Source: an optimization exercise on an open RTL-to-GDS flow (aim: small area and a short achievable clock period). Production flows keep margins and buffers that such runs may drop. The RTL was checked by simulation tests, not by an equivalence proof against the original design. Power and IR drop assume default switching activity.

==> build 60 <==
==> flow/design.v (excerpt) <==
module wts_sound_core (
	input  logic                                clk,
	input  logic                                nreset,
	input  logic [wts_timing_pkg::NUM_CH-1:0]   key_on,
	input  logic [wts_timing_pkg::NUM_CH*wts_wave_pkg::FREQ_W-1:0] reg_frequency_count,   
	input  logic [wts_timing_pkg::NUM_CH*wts_wave_pkg::VOL_W-1:0]  reg_volume,            
	input  logic [wts_timing_pkg::NUM_CH*2-1:0]                    reg_enable,            
	input  logic [wts_wave_pkg::ID_W-1:0]       sram_id,
	input  logic [wts_wave_pkg::PHASE_W-1:0]    sram_a,
	input  logic [wts_wave_pkg::SAMPLE_W-1:0]   sram_d,
	input  logic                                sram_oe,
	input  logic                                sram_we,
	output logic [wts_wave_pkg::SAMPLE_W-1:0]   sram_q,
	output logic                                sram_q_en,
	output logic [wts_wave_pkg::OUT_W-1:0]      left_out,
	output logic [wts_wave_pkg::OUT_W-1:0]      right_out
);
==> module wts_wave_ram, before the edit <==
module wts_wave_ram (
	input  logic                              clk,
	input  logic                              nreset,          
	input  logic                              next_is_cpu,     
	input  logic [wts_wave_pkg::RAM_AW-1:0]   play_addr_next,  
	input  logic                              strobe,          
	input  logic [wts_wave_pkg::RAM_AW-1:0]   in_addr,
	input  logic                              ram_we,          
	input  logic [wts_wave_pkg::RAM_AW-1:0]   wr_addr,         
	input  logic [wts_wave_pkg::SAMPLE_W-1:0] ram_wdata,
	output logic [wts_wave_pkg::SAMPLE_W-1:0] ram_q
);
	localparam int AW        = wts_wave_pkg::RAM_AW;
	localparam int DW        = wts_wave_pkg::SAMPLE_W;
	localparam int DEPTH     = 2**AW;
	localparam int HW        = AW / 2;
	localparam int HN        = 2**HW;
	localparam int PORT_STEP = 6;   
	localparam int NPORT     = (DEPTH + PORT_STEP - 1) / PORT_STEP;
	logic [DEPTH*DW-1:0] ring;        
	logic [AW-1:0]       rot;         
	logic [HN-1:0]       rd_sel_lo;   
	logic [HN-1:0]       rd_sel_hi;
	logic [AW-1:0]       rd_pos;      
	logic                rd_fwd;      
	logic [AW-1:0]       wb_cnt;      
	logic [AW-1:0]       wb_addr;
	logic [DW-1:0]       wb_data;
	logic                wb_valid;
	logic [NPORT-1:0]    port_en;
	logic                wb_commit;
	logic [AW-1:0]       rd_pos_next;
	logic                rd_fwd_next;
	logic                wb_keep;
	always_comb begin
		for (int j = 0; j < NPORT; j++) begin
			port_en[j] = wb_valid && (wb_cnt == AW'(j * PORT_STEP + 2));
		end
	end
	assign wb_commit = |port_en;
	always_ff @(posedge clk) begin
		for (int i = 0; i < DEPTH; i++) begin
			if ((i % PORT_STEP) == 0 && port_en[i / PORT_STEP]) begin
				ring[i*DW +: DW] <= wb_data;
			end else begin
				ring[i*DW +: DW] <= ring[((i + 1) % DEPTH)*DW +: DW];
			end
		end
	end
	function automatic logic [AW-1:0] pos_of(input logic [AW-1:0] addr, input logic [AW-1:0] r);
		pos_of = AW'(wts_wave_pkg::add16(16'(addr), 16'(~r), 1'b0));
	endfunction
	assign wb_keep = wb_valid && !wb_commit;
	function automatic logic fwd_of(input logic [AW-1:0] addr, input logic we, input logic [AW-1:0] waddr,
		input logic keep, input logic [AW-1:0] baddr);
		fwd_of = we ? (waddr == addr) : (keep && baddr == addr);
	endfunction
	always_comb begin
		logic [AW-1:0] p_cpu;
		logic          f_cpu;
		p_cpu = strobe ? pos_of(in_addr, rot) : pos_of(wr_addr, rot);
		f_cpu = strobe ? fwd_of(in_addr, ram_we, wr_addr, wb_keep, wb_addr)
			: fwd_of(wr_addr, ram_we, wr_addr, wb_keep, wb_addr);
		if (!nreset) begin
			rd_pos_next = ~rot;
			rd_fwd_next = fwd_of('0, ram_we, wr_addr, wb_keep, wb_addr);
		end else if (next_is_cpu) begin
			rd_pos_next = p_cpu;
			rd_fwd_next = f_cpu;
		end else begin
			rd_pos_next = pos_of(play_addr_next, rot);
			rd_fwd_next = fwd_of(play_addr_next, ram_we, wr_addr, wb_keep, wb_addr);
		end
	end
	always_comb begin
		rd_pos = '0;
		for (int k = 0; k < HN; k++) begin
			if (rd_sel_lo[k]) rd_pos[HW-1:0]  = rd_pos[HW-1:0] | HW'(k);
			if (rd_sel_hi[k]) rd_pos[AW-1:HW] = rd_pos[AW-1:HW] | HW'(k);
		end
	end
	always_ff @(posedge clk) begin
		rot <= AW'(wts_wave_pkg::add16(16'(rot), 16'd1, 1'b0));
		if (ram_we) begin
			wb_cnt   <= rd_pos;
			wb_addr  <= wr_addr;
			wb_data  <= ram_wdata;
			wb_valid <= 1'b1;
		end else begin
			wb_cnt   <= AW'(wts_wave_pkg::add16(16'(wb_cnt), 16'hffff, 1'b0));
			wb_valid <= wb_keep;
		end
		rd_fwd <= rd_fwd_next;
		for (int k = 0; k < HN; k++) begin
			rd_sel_lo[k] <= (rd_pos_next[HW-1:0] == HW'(k));
			rd_sel_hi[k] <= (rd_pos_next[AW-1:HW] == HW'(k));
		end
	end
	always_ff @(posedge clk) begin
		logic [DW-1:0] grp;
		logic [DW-1:0] rd_data;
		rd_data = '0;
		for (int j = 0; j < HN; j++) begin
			grp = '0;
			for (int k = 0; k < HN; k++) begin
				grp = grp | (ring[(j*HN + k)*DW +: DW] & {DW{rd_sel_lo[k]}});
			end
			rd_data = rd_data | (grp & {DW{rd_sel_hi[j]}});
		end
		ram_q <= rd_fwd ? wb_data : rd_data;
	end
endmodule
==> flow/config.mk <==
export PLATFORM = sky130hd
export DESIGN_NAME = wts_sound_core
export DESIGN_NICKNAME = wts_sound_core
export VERILOG_FILES = /design/flow/design.v
export SDC_FILE = /design/flow/constraint.sdc
export NUM_CORES = 4
export LEC_CHECK = 0
export CAP_MARGIN = 20
export CORE_MARGIN = 2
export CORE_UTILIZATION = 40
export CTS_CLUSTER_DIAMETER = 60
export CTS_CLUSTER_SIZE = 30
export SETUP_SLACK_MARGIN = 3.6
export SLEW_MARGIN = 20
==> flow/constraint.sdc <==
create_clock -name core_clock -period 6.5 [get_ports {clk}]
set_input_delay 1.3000 -clock core_clock [delete_from_list [all_inputs] [get_ports {clk}]]
set_output_delay 1.3000 -clock core_clock [all_outputs]
set_load 0.01 [all_outputs]
run.sh (not shown) runs the stock make flow with config.mk's settings and CLKGATE_MAP_FILE= SYNTH_SCRIPT=/design/flow/synth_recipe.tcl, a recipe that flattens the netlist after the stock synthesis.
==> inputs of trial 54, as changes to build 60 <==
--- a/flow/design.v
+++ b/flow/design.v
@@ -194,16 +194,21 @@
 	logic [DW-1:0]       wb_data;
 	logic                wb_valid;
 	logic [NPORT-1:0]    port_en;
-	logic                wb_commit;
+	logic                wb_commit;   
+	logic [AW-1:0]       wb_cnt_next;
+	logic                wb_valid_next;
 	logic [AW-1:0]       rd_pos_next;
 	logic                rd_fwd_next;
 	logic                wb_keep;
+	function automatic logic at_port(input logic [AW-1:0] cnt);
+		at_port = 1'b0;
+		for (int j = 0; j < NPORT; j++) at_port = at_port | (cnt == AW'(j * PORT_STEP + 2));
+	endfunction
 	always_comb begin
 		for (int j = 0; j < NPORT; j++) begin
-			port_en[j] = wb_valid && (wb_cnt == AW'(j * PORT_STEP + 2));
+			port_en[j] = wb_commit && (wb_cnt == AW'(j * PORT_STEP + 2));
 		end
 	end
-	assign wb_commit = |port_en;
 	always_ff @(posedge clk) begin
 		for (int i = 0; i < DEPTH; i++) begin
 			if ((i % PORT_STEP) == 0 && port_en[i / PORT_STEP]) begin
@@ -216,7 +221,9 @@
 	function automatic logic [AW-1:0] pos_of(input logic [AW-1:0] addr, input logic [AW-1:0] r);
 		pos_of = AW'(wts_wave_pkg::add16(16'(addr), 16'(~r), 1'b0));
 	endfunction
-	assign wb_keep = wb_valid && !wb_commit;
+	assign wb_keep       = wb_valid && !wb_commit;
+	assign wb_cnt_next   = ram_we ? rd_pos : AW'(wts_wave_pkg::add16(16'(wb_cnt), 16'hffff, 1'b0));
+	assign wb_valid_next = ram_we || wb_keep;
 	function automatic logic fwd_of(input logic [AW-1:0] addr, input logic we, input logic [AW-1:0] waddr,
 		input logic keep, input logic [AW-1:0] baddr);
 		fwd_of = we ? (waddr == addr) : (keep && baddr == addr);
@@ -248,14 +255,12 @@
 	always_ff @(posedge clk) begin
 		rot <= AW'(wts_wave_pkg::add16(16'(rot), 16'd1, 1'b0));
 		if (ram_we) begin
-			wb_cnt   <= rd_pos;
 			wb_addr  <= wr_addr;
 			wb_data  <= ram_wdata;
-			wb_valid <= 1'b1;
-		end else begin
-			wb_cnt   <= AW'(wts_wave_pkg::add16(16'(wb_cnt), 16'hffff, 1'b0));
-			wb_valid <= wb_keep;
 		end
+		wb_cnt    <= wb_cnt_next;
+		wb_valid  <= wb_valid_next;
+		wb_commit <= wb_valid_next && at_port(wb_cnt_next);
 		rd_fwd <= rd_fwd_next;
 		for (int k = 0; k < HN; k++) begin
 			rd_sel_lo[k] <= (rd_pos_next[HW-1:0] == HW'(k));
Settings changed: CORE_UTILIZATION 40 to 65, CTS_CLUSTER_SIZE 30 to 20, SETUP_SLACK_MARGIN 3.6 to 3.8.
==> inputs of trial 73, as changes to build 60 <==
--- a/flow/design.v
+++ b/flow/design.v
@@ -194,16 +194,21 @@
 	logic [DW-1:0]       wb_data;
 	logic                wb_valid;
 	logic [NPORT-1:0]    port_en;
-	logic                wb_commit;
+	logic                wb_commit;   
+	logic [AW-1:0]       wb_cnt_next;
+	logic                wb_valid_next;
 	logic [AW-1:0]       rd_pos_next;
 	logic                rd_fwd_next;
 	logic                wb_keep;
+	function automatic logic at_port(input logic [AW-1:0] cnt);
+		at_port = 1'b0;
+		for (int j = 0; j < NPORT; j++) at_port = at_port | (cnt == AW'(j * PORT_STEP + 2));
+	endfunction
 	always_comb begin
 		for (int j = 0; j < NPORT; j++) begin
-			port_en[j] = wb_valid && (wb_cnt == AW'(j * PORT_STEP + 2));
+			port_en[j] = wb_commit && (wb_cnt == AW'(j * PORT_STEP + 2));
 		end
 	end
-	assign wb_commit = |port_en;
 	always_ff @(posedge clk) begin
 		for (int i = 0; i < DEPTH; i++) begin
 			if ((i % PORT_STEP) == 0 && port_en[i / PORT_STEP]) begin
@@ -216,7 +221,9 @@
 	function automatic logic [AW-1:0] pos_of(input logic [AW-1:0] addr, input logic [AW-1:0] r);
 		pos_of = AW'(wts_wave_pkg::add16(16'(addr), 16'(~r), 1'b0));
 	endfunction
-	assign wb_keep = wb_valid && !wb_commit;
+	assign wb_keep       = wb_valid && !wb_commit;
+	assign wb_cnt_next   = ram_we ? rd_pos : AW'(wts_wave_pkg::add16(16'(wb_cnt), 16'hffff, 1'b0));
+	assign wb_valid_next = ram_we || wb_keep;
 	function automatic logic fwd_of(input logic [AW-1:0] addr, input logic we, input logic [AW-1:0] waddr,
 		input logic keep, input logic [AW-1:0] baddr);
 		fwd_of = we ? (waddr == addr) : (keep && baddr == addr);
@@ -248,14 +255,12 @@
 	always_ff @(posedge clk) begin
 		rot <= AW'(wts_wave_pkg::add16(16'(rot), 16'd1, 1'b0));
 		if (ram_we) begin
-			wb_cnt   <= rd_pos;
 			wb_addr  <= wr_addr;
 			wb_data  <= ram_wdata;
-			wb_valid <= 1'b1;
-		end else begin
-			wb_cnt   <= AW'(wts_wave_pkg::add16(16'(wb_cnt), 16'hffff, 1'b0));
-			wb_valid <= wb_keep;
 		end
+		wb_cnt    <= wb_cnt_next;
+		wb_valid  <= wb_valid_next;
+		wb_commit <= wb_valid_next && at_port(wb_cnt_next);
 		rd_fwd <= rd_fwd_next;
 		for (int k = 0; k < HN; k++) begin
 			rd_sel_lo[k] <= (rd_pos_next[HW-1:0] == HW'(k));
==> flow/flow/run.sh (new file) <==
#!/bin/bash
set -euo pipefail
bash standard.sh \
	BUFFER_PORTS_ARGS="-buffer_cell sky130_fd_sc_hd__buf_2" \
	CTS_ARGS="-sink_clustering_enable -repair_clock_nets -sink_clustering_size 15 -sink_clustering_max_diameter 60 -buf_list sky130_fd_sc_hd__clkbuf_8 -dont_use_dummy_load" \
	finish > standard_flow.log 2>&1
==> flow/standard.sh (new file) <==
#!/bin/bash
# synth_recipe.tcl (not shown) runs the flow's synth.tcl, then flattens the netlist and writes it again
# the make line also repeats each setting of config.mk as NAME=value (left out here)
make -C /OpenROAD-flow-scripts/flow DESIGN_CONFIG=/design/flow/config.mk WORK_HOME=/design/flow/orfs CLKGATE_MAP_FILE= SYNTH_SCRIPT=/design/flow/synth_recipe.tcl "${@:-finish}"
Settings changed: CTS_BUF_LIST from default to sky130_fd_sc_hd__clkbuf_8, CTS_CLUSTER_SIZE 30 to 15.
removed: flow/run.sh
==> comparison table <==
| metric | trial 54 | build 60 | trial 73 |
|---|---|---|---|
| Result of the run | finished clean | finished clean | finished clean |
| Buffers & Inverters on Critical Path | 2 | 2 | 1 |
| Post-route non-filler standard cell count | 7032 | 8050 | 7855 |
| Post-CTS setup buffer count | 109 | 66 | 31 |
| Final Worst Setup Slack | 3.43 ns | 3.51 ns | 3.56 ns |
| Fraction of layout cells with a size suffix above 1 | 0.192 | 0.156 | 0.187 |
| Cell row count | 120 | 153 | 153 |
| Wire length on met1 | 90400 um | 99300 um | 97500 um |
| Inserted Clock Buffers | 139 | 121 | 180 |
| Capturing element of the worst setup path | u_wave_ram.rd_sel_hi[5] | u_wave_ram.rd_fwd | u_wave_ram.ram_q[6] |
| Internal power summed over all cells | 19.3 mW | 19.0 mW | 17.5 mW |
| Final min period | 3.07 ns | 2.99 ns | 2.94 ns |
| Multi-input logic portion of the cell area | 0.283 | 0.274 | 0.287 |
| Die area | 111000 sq um | 179000 sq um | 179000 sq um |
| Number of vias in the routed layout | 47929 | 47386 | 46587 |
| R2R cell count | 12 | 10 | 7 |

========
==> run a <==
wts_sound_core with an RTL version that a note above also has.
Design wts_sound_core, start of the top module:
module wts_sound_core (
	input  logic                                clk,
	input  logic                                nreset,
	input  logic [wts_timing_pkg::NUM_CH-1:0]   key_on,
	input  logic [wts_timing_pkg::NUM_CH*wts_wave_pkg::FREQ_W-1:0] reg_frequency_count,   
	input  logic [wts_timing_pkg::NUM_CH*wts_wave_pkg::VOL_W-1:0]  reg_volume,            
	input  logic [wts_timing_pkg::NUM_CH*2-1:0]                    reg_enable,            
	input  logic [wts_wave_pkg::ID_W-1:0]       sram_id,
	input  logic [wts_wave_pkg::PHASE_W-1:0]    sram_a,
	input  logic [wts_wave_pkg::SAMPLE_W-1:0]   sram_d,
	input  logic                                sram_oe,
	input  logic                                sram_we,
	output logic [wts_wave_pkg::SAMPLE_W-1:0]   sram_q,
	output logic                                sram_q_en,
	output logic [wts_wave_pkg::OUT_W-1:0]      left_out,
	output logic [wts_wave_pkg::OUT_W-1:0]      right_out
);
clock: 6.5 ns
lec_check: 0
cap_margin: 20
core_margin: 2
core_utilization: 40
cts_buf_list: sky130_fd_sc_hd__clkbuf_8
cts_cluster_diameter: 50
cts_cluster_size: 12
setup_slack_margin: 3.6
slew_margin: 20
Stock flow here: none of the scripts above is used.
==> run b: changes against run a <==
==> flow/flow/run.sh (new file) <==
#!/bin/bash
set -euo pipefail
bash standard.sh \
	BUFFER_PORTS_ARGS="-buffer_cell sky130_fd_sc_hd__buf_2" \
	CTS_ARGS="-sink_clustering_enable -repair_clock_nets -sink_clustering_size 15 -sink_clustering_max_diameter 60 -buf_list sky130_fd_sc_hd__clkbuf_8 -dont_use_dummy_load" \
	finish > standard_flow.log 2>&1
==> flow/standard.sh (new file) <==
#!/bin/bash
# synth_recipe.tcl (not shown) runs the flow's synth.tcl, then flattens the netlist and writes it again
# the make line also repeats each setting of config.mk as NAME=value (left out here)
make -C /OpenROAD-flow-scripts/flow DESIGN_CONFIG=/design/flow/config.mk WORK_HOME=/design/flow/orfs CLKGATE_MAP_FILE= SYNTH_SCRIPT=/design/flow/synth_recipe.tcl "${@:-finish}"
--- a/flow/config.mk
+++ b/flow/config.mk
@@ -8,8 +8,5 @@
 export CAP_MARGIN = 20
 export CORE_MARGIN = 2
-export CORE_UTILIZATION = 40
-export CTS_BUF_LIST = sky130_fd_sc_hd__clkbuf_8
-export CTS_CLUSTER_DIAMETER = 50
-export CTS_CLUSTER_SIZE = 12
+export CORE_UTILIZATION = 55
 export SETUP_SLACK_MARGIN = 3.6
 export SLEW_MARGIN = 20
removed: flow/run.sh
==> comparison <==
Of run b and run a, run b has the higher global-route usage (gap 8.8 points).
Between run b and run a, the lower setup slack is in run b (gap 0.089 ns).
In run b the routed wire length is lower than in run a, by about 2.4%.
Sequential share of layout area: run a is lower than run b (2.1 points).
Against run a, the total power of run b is smaller by 6.0%.
Via count: run a is larger than run b (1.1%).

[what the ideal ports hide]
In the flow no input, the clock included, has a driving cell. The finished layouts below were timed again as built, in two steps. Step 1 sets driving cells, clkbuf_16 on the clock port and buf_2 on the other inputs (assumed; they add their load-dependent delay and slew). Step 2, shift: input delay + t, output delay - t, t = (earliest + latest rising clock arrival at the registers) / 2. This alone moves slack from input paths to output paths. Three values: ideal ports, drivers, drivers and shift; two values: the first two.
run | t (ns) | setup slack, ns | worst setup path after step 2 | worst register clock-pin slew, ns
build 60 | 0.875 | 3.513 / 3.513 / 2.840 | input to register | 0.12 / 0.12
trial 54 | 0.853 | 3.427 / 3.461 / 2.633 | input to register | 0.09 / 0.09
trial 73 | 1.000 | 3.562 / 3.562 / 2.613 | input to register | 0.10 / 0.10
run a | 1.048 | 3.577 / 3.572 / 2.683 | input to register | 0.09 / 0.09
run b | 0.988 | 3.489 / 3.489 / 2.765 | input to register | 0.10 / 0.10
After both steps every run listed still meets setup and hold. For trial 73, which loses most, drivers alone change the setup slack by 0.000 ns; drivers and shift together by -0.949 ns.
